This design comes from an exercise in tuning for small area on the open sky130 flow, not from production work. Only simulation tests tie the RTL to the original design; equivalence was not proved. No activity file was given, so power comes from the tool's default toggle rates.

==> design.v <==
package reg_file_pkg;
  typedef enum logic {CLEAR, RUN} rf_state_t;
  localparam int RF_XLEN_DEFAULT  = 32;
  localparam int RF_NREGS_DEFAULT = 32;
endpackage
module rf_aoi3
#(
  parameter int W = 32
) (
  input  logic         s0,
  input  logic [W-1:0] a0,
  input  logic         s1,
  input  logic [W-1:0] a1,
  input  logic         s2,
  input  logic [W-1:0] a2,
  output logic [W-1:0] y
);
  assign y = ~(({W{s0}} & a0) | ({W{s1}} & a1) | ({W{s2}} & a2));
endmodule
module rf_aoi2
#(
  parameter int W = 32
) (
  input  logic         s0,
  input  logic [W-1:0] a0,
  input  logic         s1,
  input  logic [W-1:0] a1,
  output logic [W-1:0] y
);
  assign y = ~(({W{s0}} & a0) | ({W{s1}} & a1));
endmodule
module rf_nand2
#(
  parameter int W = 32
) (
  input  logic         s,
  input  logic [W-1:0] a,
  output logic [W-1:0] y
);
  assign y = ~({W{s}} & a);
endmodule
module rf_read_port
#(
  parameter int XLEN  = reg_file_pkg::RF_XLEN_DEFAULT,
  parameter int NREGS = reg_file_pkg::RF_NREGS_DEFAULT,
  parameter int AW    = 5
) (
  input  logic                  run,
  input  logic                  phase,
  input  logic [AW-1:0]         raddr,
  input  logic [NREGS*XLEN-1:0] q,
  output logic [XLEN-1:0]       rdata
);
  localparam int NR = NREGS - 1;       
  localparam int NG = NR / 3;          
  localparam int NL = NR - 3 * NG;     
  localparam int NT = NG + (NL > 0);   
  logic [NREGS-1:0]   sel;
  logic [NT*XLEN-1:0] g;
  assign sel[0] = 1'b0;
  for (genvar r = 1; r < NREGS; r++) begin : g_sel
    assign sel[r] = run & (raddr == AW'(r));
  end
  for (genvar k = 0; k < NG; k++) begin : g_grp
    rf_aoi3 #(.W(XLEN)) u_aoi (
      .s0(sel[3*k+1]), .a0(q[(3*k+1)*XLEN +: XLEN]),
      .s1(sel[3*k+2]), .a1(q[(3*k+2)*XLEN +: XLEN]),
      .s2(sel[3*k+3]), .a2(q[(3*k+3)*XLEN +: XLEN]),
      .y (g[k*XLEN +: XLEN])
    );
  end
  if (NL == 1) begin : g_last1
    rf_nand2 #(.W(XLEN)) u_nand (
      .s(sel[NREGS-1]), .a(q[(NREGS-1)*XLEN +: XLEN]),
      .y(g[NG*XLEN +: XLEN])
    );
  end else if (NL == 2) begin : g_last2
    rf_aoi2 #(.W(XLEN)) u_aoi (
      .s0(sel[NREGS-2]), .a0(q[(NREGS-2)*XLEN +: XLEN]),
      .s1(sel[NREGS-1]), .a1(q[(NREGS-1)*XLEN +: XLEN]),
      .y (g[NG*XLEN +: XLEN])
    );
  end
  logic [XLEN-1:0] acc;
  always_comb begin
    acc = '1;
    for (int k = 0; k < NT; k++) acc = acc & g[k*XLEN +: XLEN];
  end
  assign rdata = ~acc ^ {XLEN{phase & run & (raddr != '0)}};
endmodule
module reg_file_mp
#(
  parameter  int XLEN  = reg_file_pkg::RF_XLEN_DEFAULT,
  parameter  int NREGS = reg_file_pkg::RF_NREGS_DEFAULT,
  parameter  int NRD   = 2,
  localparam int AW    = $clog2(NREGS)
) (
  input  logic              clk,
  input  logic              rst,
  input  logic              en0,
  input  logic [AW-1:0]     wa0,
  input  logic [XLEN-1:0]   wd0,
  input  logic              en1,
  input  logic [AW-1:0]     wa1,
  input  logic [XLEN-1:0]   wd1,
  input  logic [NRD*AW-1:0] raddr,
  output logic [NRD*XLEN-1:0] rdata,
  output logic              ready,
  output logic              wr_conflict
);
  logic [AW-1:0] clr_idx;
  logic          phase;
  logic          run;
  assign run = ready;
  always_ff @(posedge clk) begin
    if (rst) begin
      clr_idx     <= '0;
      ready       <= 1'b0;
      wr_conflict <= 1'b0;
    end else begin
      wr_conflict <= ready && en0 && en1 && (wa0 == wa1) && (wa0 != '0);
      if (!ready) begin
        clr_idx <= clr_idx + AW'(1);
        if (clr_idx == AW'(NREGS - 1)) ready <= 1'b1;
      end
    end
  end
  always_ff @(posedge clk) begin
    if (rst) phase <= 1'b0;
    else     phase <= ~phase;
  end
  logic [NRD-1:0] rd_run, rd_phase;
  always_ff @(posedge clk) begin
    if (rst) begin
      rd_run   <= '0;
      rd_phase <= '0;
    end else begin
      if (!ready && clr_idx == AW'(NREGS - 1)) rd_run <= '1;
      rd_phase <= ~rd_phase;
    end
  end
  logic [XLEN-1:0] cd0, cd1;
  assign cd0 = {XLEN{phase}} ^ (wd0 & {XLEN{run}});
  assign cd1 = {XLEN{phase}} ^ wd1;
  logic [NREGS*XLEN-1:0] q;
  assign q[XLEN-1:0] = '0;
  for (genvar r = 1; r < NREGS; r++) begin : g_row
    logic s0, s1, hold;
    logic [XLEN-1:0] e, d;
    assign s1   = run & en1 & (wa1 == AW'(r));
    assign s0   = ~run | (en0 & (wa0 == AW'(r)) & ~s1);
    assign hold = ~(s0 | s1);
    rf_aoi3 #(.W(XLEN)) u_next (
      .s0(hold), .a0(e),
      .s1(s0),   .a1(cd0),
      .s2(s1),   .a2(cd1),
      .y (d)
    );
    always_ff @(posedge clk) e <= d;
    assign q[r*XLEN +: XLEN] = e;
  end
  for (genvar i = 0; i < NRD; i++) begin : g_rd
    rf_read_port #(.XLEN(XLEN), .NREGS(NREGS), .AW(AW)) u_rd (
      .run   (rd_run[i]),
      .phase (rd_phase[i]),
      .raddr (raddr[i*AW +: AW]),
      .q     (q),
      .rdata (rdata[i*XLEN +: XLEN])
    );
  end
endmodule
==> flow/run.sh <==
#!/bin/bash
# The standard ORFS layout (standard.sh, unchanged synthesis), with these
# changes:
#  - port buffers use the smallest buffer cell instead of the default choice
#    (a delay cell), which is both smaller and faster;
#  - after floorplan, combinational cells are set to their smallest drive
#    strength (flow/downsize.tcl); later repair steps size up where needed;
#  - clock tree synthesis uses clkbuf_8 with larger sink clusters and inserts
#    no dummy loads;
#  - global routing offers less of met1/met2 (flow/fastroute.tcl) to ease
#    detailed routing;
# The make output goes to standard.log; ORFS keeps each step's log under orfs/logs.
set -euo pipefail
here=$(pwd)
export BUFFER_PORTS_ARGS="-buffer_cell sky130_fd_sc_hd__buf_1"
export POST_FLOORPLAN_TCL="$here/flow/downsize.tcl"
export CTS_ARGS="-sink_clustering_enable -repair_clock_nets -dont_use_dummy_load -sink_clustering_size 14 -sink_clustering_max_diameter 50 -buf_list {sky130_fd_sc_hd__clkbuf_8}"
export FASTROUTE_TCL="$here/flow/fastroute.tcl"
bash standard.sh > standard.log 2>&1
==> flow/downsize.tcl <==
# Post-floorplan hook: give every combinational cell its smallest drive
# strength (synthesis sizes cells for an unplaced netlist). The resizer steps
# that follow (repair_design, repair_timing) size up again where timing,
# slew or capacitance need it. Flip-flops and tie cells are left alone.
set n_swapped 0
set db [ord::get_db]
foreach inst [[ord::get_db_block] getInsts] {
  set m [$inst getMaster]
  if {[$m getType] ne "CORE"} { continue }
  set name [$m getName]
  if {![regexp {^(sky130_fd_sc_hd__)([a-z0-9]+)_([0-9]+)$} $name -> pre base drv]} { continue }
  if {[regexp {^(df|edf|sdf|sedf|dl|conb|tap|fill|decap|clk|lpflow|probe)} $base]} { continue }
  if {$drv eq "1"} { continue }
  set small "${pre}${base}_1"
  if {[$db findMaster $small] eq "NULL"} { continue }
  replace_cell [$inst getName] $small
  incr n_swapped
}
puts "downsize.tcl: $n_swapped cells set to drive strength 1"
==> flow/fastroute.tcl <==
# Global routing layers as the platform's fastroute.tcl sets them, but with
# less of met1 and met2 offered to global routing, so that signal wires move
# up to met3/met4 and leave met1/met2 room for pin access.
set_global_routing_layer_adjustment $::env(MIN_ROUTING_LAYER)-$::env(MAX_ROUTING_LAYER) 0.2
set_global_routing_layer_adjustment met1 0.6
set_global_routing_layer_adjustment met2 0.4

set_routing_layers -clock $::env(MIN_CLK_ROUTING_LAYER)-$::env(MAX_ROUTING_LAYER)
set_routing_layers -signal $::env(MIN_ROUTING_LAYER)-$::env(MAX_ROUTING_LAYER)
==> standard.sh <==
#!/bin/bash
# synth_recipe.tcl (not shown) runs the flow's synth.tcl, then flattens the netlist and writes it again
# the make line also repeats each setting of config.mk as NAME=value (left out here)
make -C /OpenROAD-flow-scripts/flow DESIGN_CONFIG=/design/flow/config.mk WORK_HOME=/design/flow/orfs CLKGATE_MAP_FILE= SYNTH_SCRIPT=/design/flow/synth_recipe.tcl "${@:-finish}"
==> config.mk <==
export PLATFORM = sky130hd
export DESIGN_NAME = reg_file_mp
export DESIGN_NICKNAME = reg_file_mp
export VERILOG_FILES = /design/flow/design.v
export SDC_FILE = /design/flow/constraint.sdc
export NUM_CORES = 4
export LEC_CHECK = 0
export CAP_MARGIN = 20
export CORE_MARGIN = 2
export CORE_UTILIZATION = 40
export PLACE_DENSITY = 0.5
export SETUP_SLACK_MARGIN = 0.3
export SLEW_MARGIN = 20
export SYNTH_HIERARCHICAL = 1
==> constraint.sdc <==
create_clock -name core_clock -period 6.0 [get_ports {clk}]
set_input_delay 1.2000 -clock core_clock [delete_from_list [all_inputs] [get_ports {clk}]]
set_output_delay 1.2000 -clock core_clock [all_outputs]
set_load 0.01 [all_outputs]
==> summary.md <==
| Metric | Value |
|---|---|
| Status | no timing/DRC/antenna violations |
| Sequential share of power | 58.1% |
| CTS tree | yes |
| Critical Path End | rdata[53] |
| Placed cell areas | 47500 µm² |
| RSZ-0062 raised after global routing | no |
| Initial Util | 40.3% |
| DP Worst Slack | 0.211 ns |
| Crit end category | primary output |
| Mapped cell area | 46200 µm² |
| Total GRT Usage | 56.3% |
| CTS root buffer | clkbuf_8 |
| YS warnings | 8 |
| Switch Pwr | 3.68 mW |
| Sw Share | 28.3% |
| Port buffer count | 153 |
| Worst hold path class | flip-flop to flip-flop |
| Max-slew violations | 0 |
| Die ar. | 118000 µm² |
| Syn Nets | 3997 |
| Htree depth | 3 |
| Power share of the combinational group | 9.2% |
| Setup CP Type | input pin to primary output |
| Dpl hpwl | 151000 µm |
| Syn Inst Count | 3907 |
| Power Total | 13.0 mW |
| Final worst-path cycle share | 96.7% |
| Final Hold Fails | 0 |
| Via count | 48100 |
| Final setup vio count | 0 |
| Post-DR vias/cell | 8.69 |
| Die W | 344 µm |
| Grt total ovfl | 0 |
| PwrDens | 260 nW/µm² |
| Cell Int Power | 9.33 mW |
| Initial drt markers | 9364 |
| Clk sinks | 1003 |
| R2R depth | 8 |
| Critical Path Start Type | input pin |
| Worst Skew | 0.0702 ns |
| Share of layout cells above drive strength 1 | 17.4% |
| Worst Path Required | 4.80 ns |
| Reg-to-Reg Start | ready |
| Area grow syn2layout | 8.14% |
| Tmin final | 5.80 ns |
| Internal reg-to-reg setup slack | 2.58 ns |
| Measured slew at the worst slew-check pin | 1.20 ns |
| Layout net count | 4098 |
| Clock buffer depth | 3 |
| Vias in the first global route | 51100 |
| Pleak | 17.1 nW |
| Maximum vdd drop | 0.000184 V |
| Max frequency | 172 MHz |
| Max-cap violation count | 0 |
| Setup crit start | raddr[9] |
| Fin Hold WS | 0.428 ns |
| Clk pwr share | 32.6% |
| Total I/O pin count | 154 |
| Worst-path clk slew | 0.05 ns |
| Worst r2r dst | g_row[13].e[15] |
| Final worst setup slack | 0.200 ns |
| GP Congestion | 1.09 |
| Setup TNS Final | 0 ns |
| Initial antenna violation count | 22 |
| Layout fillers | 11000 |
| Core Region | 115000 µm² |
| First-pass GRT wire length | 358000 µm |
| Worst skew pair latency | 0.84 ns |
| Die height | 344 µm |
| Final wirelength | 259000 µm |
| TritonRoute pass-1 iters | 17 |
| Row cnt | 124 |
| Slew HR | 19.8% |
| Total CTS buffers | 120 |
| CP Max Fanout | 9 |
| Synth Area per Inst | 11.8 µm² |
| Post-route design area | 50000 µm² |
| Routed Antenna Nets | 0 |
| Largest net degree at the start of global routing | 44 |
| Worst endpoint data arrival time | 4.60 ns |
| Wirelength per Cell | 46.9 µm |
| Cts hold-fix bufs | 0 |
| # DRC | 0 |
-- worst max-delay path, stage by stage --
cell,delay [ns]
clkbuf_2,0.21
nor2b_1,0.15
nand3_2,0.36
nor2_4,0.18
buf_4,0.22
a222oi_1,0.69
nand4_1,0.72
nor3_4,0.49
xnor2_1,0.18
buf_1,0.18
-- power groups by stage --
stage	Sequential, mW	Clock, mW	Combinational [mW]
2_1_floorplan	7.58	0	0.668
3_3_place_gp	7.68	0	1.11
3_5_place_dp	7.69	0	1.13
4_1_cts	7.54	4.25	1.13
5_1_grt	7.62	4.50	1.26
6_report	7.56	4.25	1.20
-- layout make-up --
| cell class | count | area (µm²) | share of cell area [%] |
|---|---|---|---|
| Multi-Input combinational cell | 2401 | 22700 | 45.4 |
| Sequential cell | 1003 | 20100 | 40.2 |
| Clock buffer | 120 | 1650 | 3.31 |
| Antenna cell | 16 | 40.0 | 0.0801 |
| Timing Repair Buffer | 478 | 3610 | 7.24 |
| Inverter | 4 | 15.0 | 0.0301 |
| Tap cell | 1512 | 1890 | 3.79 |
-- sequential cells by signal (all words and copies together), names as in the netlist --
signal / count
g_row.e: 992
clr_idx: 5
rd_phase: 2
phase: 1
rd_run: 1
ready: 1
wr_conflict: 1
-- how the worst min path moves through the flow --
stage / from / end / slack, ns / depth (start not counted)
floorplan: rd_phase[0] / rd_phase[0] / 0.39 / 1
global placement: rd_phase[1] / rd_phase[1] / 0.41 / 1
detailed placement: rd_phase[1] / rd_phase[1] / 0.42 / 1
CTS: rd_phase[1] / rd_phase[1] / 0.43 / 1
global route: rd_phase[1] / rd_phase[1] / 0.45 / 1
finish: rd_phase[1] / rd_phase[1] / 0.43 / 1
-- cell usage in the layout (no fill, tap or decap), types with 5 or more instances in the layout --
master / n
o21ai_4: 31
buf_16: 6
nor2_1: 15
nor2_2: 6
nand3_1: 75
nand3b_1: 5
xnor2_1: 67
nor2_4: 61
clkbuf_8: 120
buf_4: 281
nor3_2: 40
xor2_4: 9
diode_2: 16
xnor2_2: 32
xor2_2: 23
nand4_1: 130
nor2b_1: 7
nor3_1: 60
dfxtp_1: 1000
buf_12: 38
buf_1: 149
nand4b_1: 5
nand2_1: 124
nor3b_2: 29
a222oi_1: 1633
nand2b_1: 9
-- repair_timing --
item	4_1_cts	5_1_grt
setup endpoints to repair	8	56
pin swaps	5	28
gates resized for setup	2	22
gates cloned	2	9
buffers inserted	5	40
-- stage by stage --
stage / utilization [%] / std cells
floorplan: - / 3907
global placement: 41.4 / 5333
detailed placement: 41.5 / 5336
CTS: 43.0 / 5463
global route: 43.6 / 5531
finish: 43.6 / 5534
-- layer usage --
metal	share of wire, %	up-vias	routed length, µm	track usage (%)
met5	1.2	-	3080	21.0
met4	10	70	26000	43.1
met3	21	1511	53600	47.8
met2	37	4813	96800	68.6
met1	31	23100	79900	69.1
li1	-	18600	-	-

## what the ideal ports hide
In the flow no input, the clock included, has a driving cell. The finished layout below was timed again as built, in two steps. Step 1 sets driving cells, clkbuf_16 on the clock port and buf_2 on the other inputs (assumed; they add their load-dependent delay and slew). Step 2 moves the port delays by t, midway between the first and last clock arrival at a register: inputs arrive t later, outputs are due t later. That takes back most of the time a late clock gives input paths. a / b / c = ideal ports / drivers / drivers and shift; a / b = the first two.
t, ns: 0.889
slack for setup (ns): 0.200 / 0.067 / 0.067
worst setup path at the end: input to output
clock arrival spread, ns: 0.091 / 0.091
worst slew at a driven data input, ns: 0.18
After both steps setup and hold are still met in this run. The setup slack of this run moves by -0.133 ns with the drivers and by -0.133 ns with both steps.
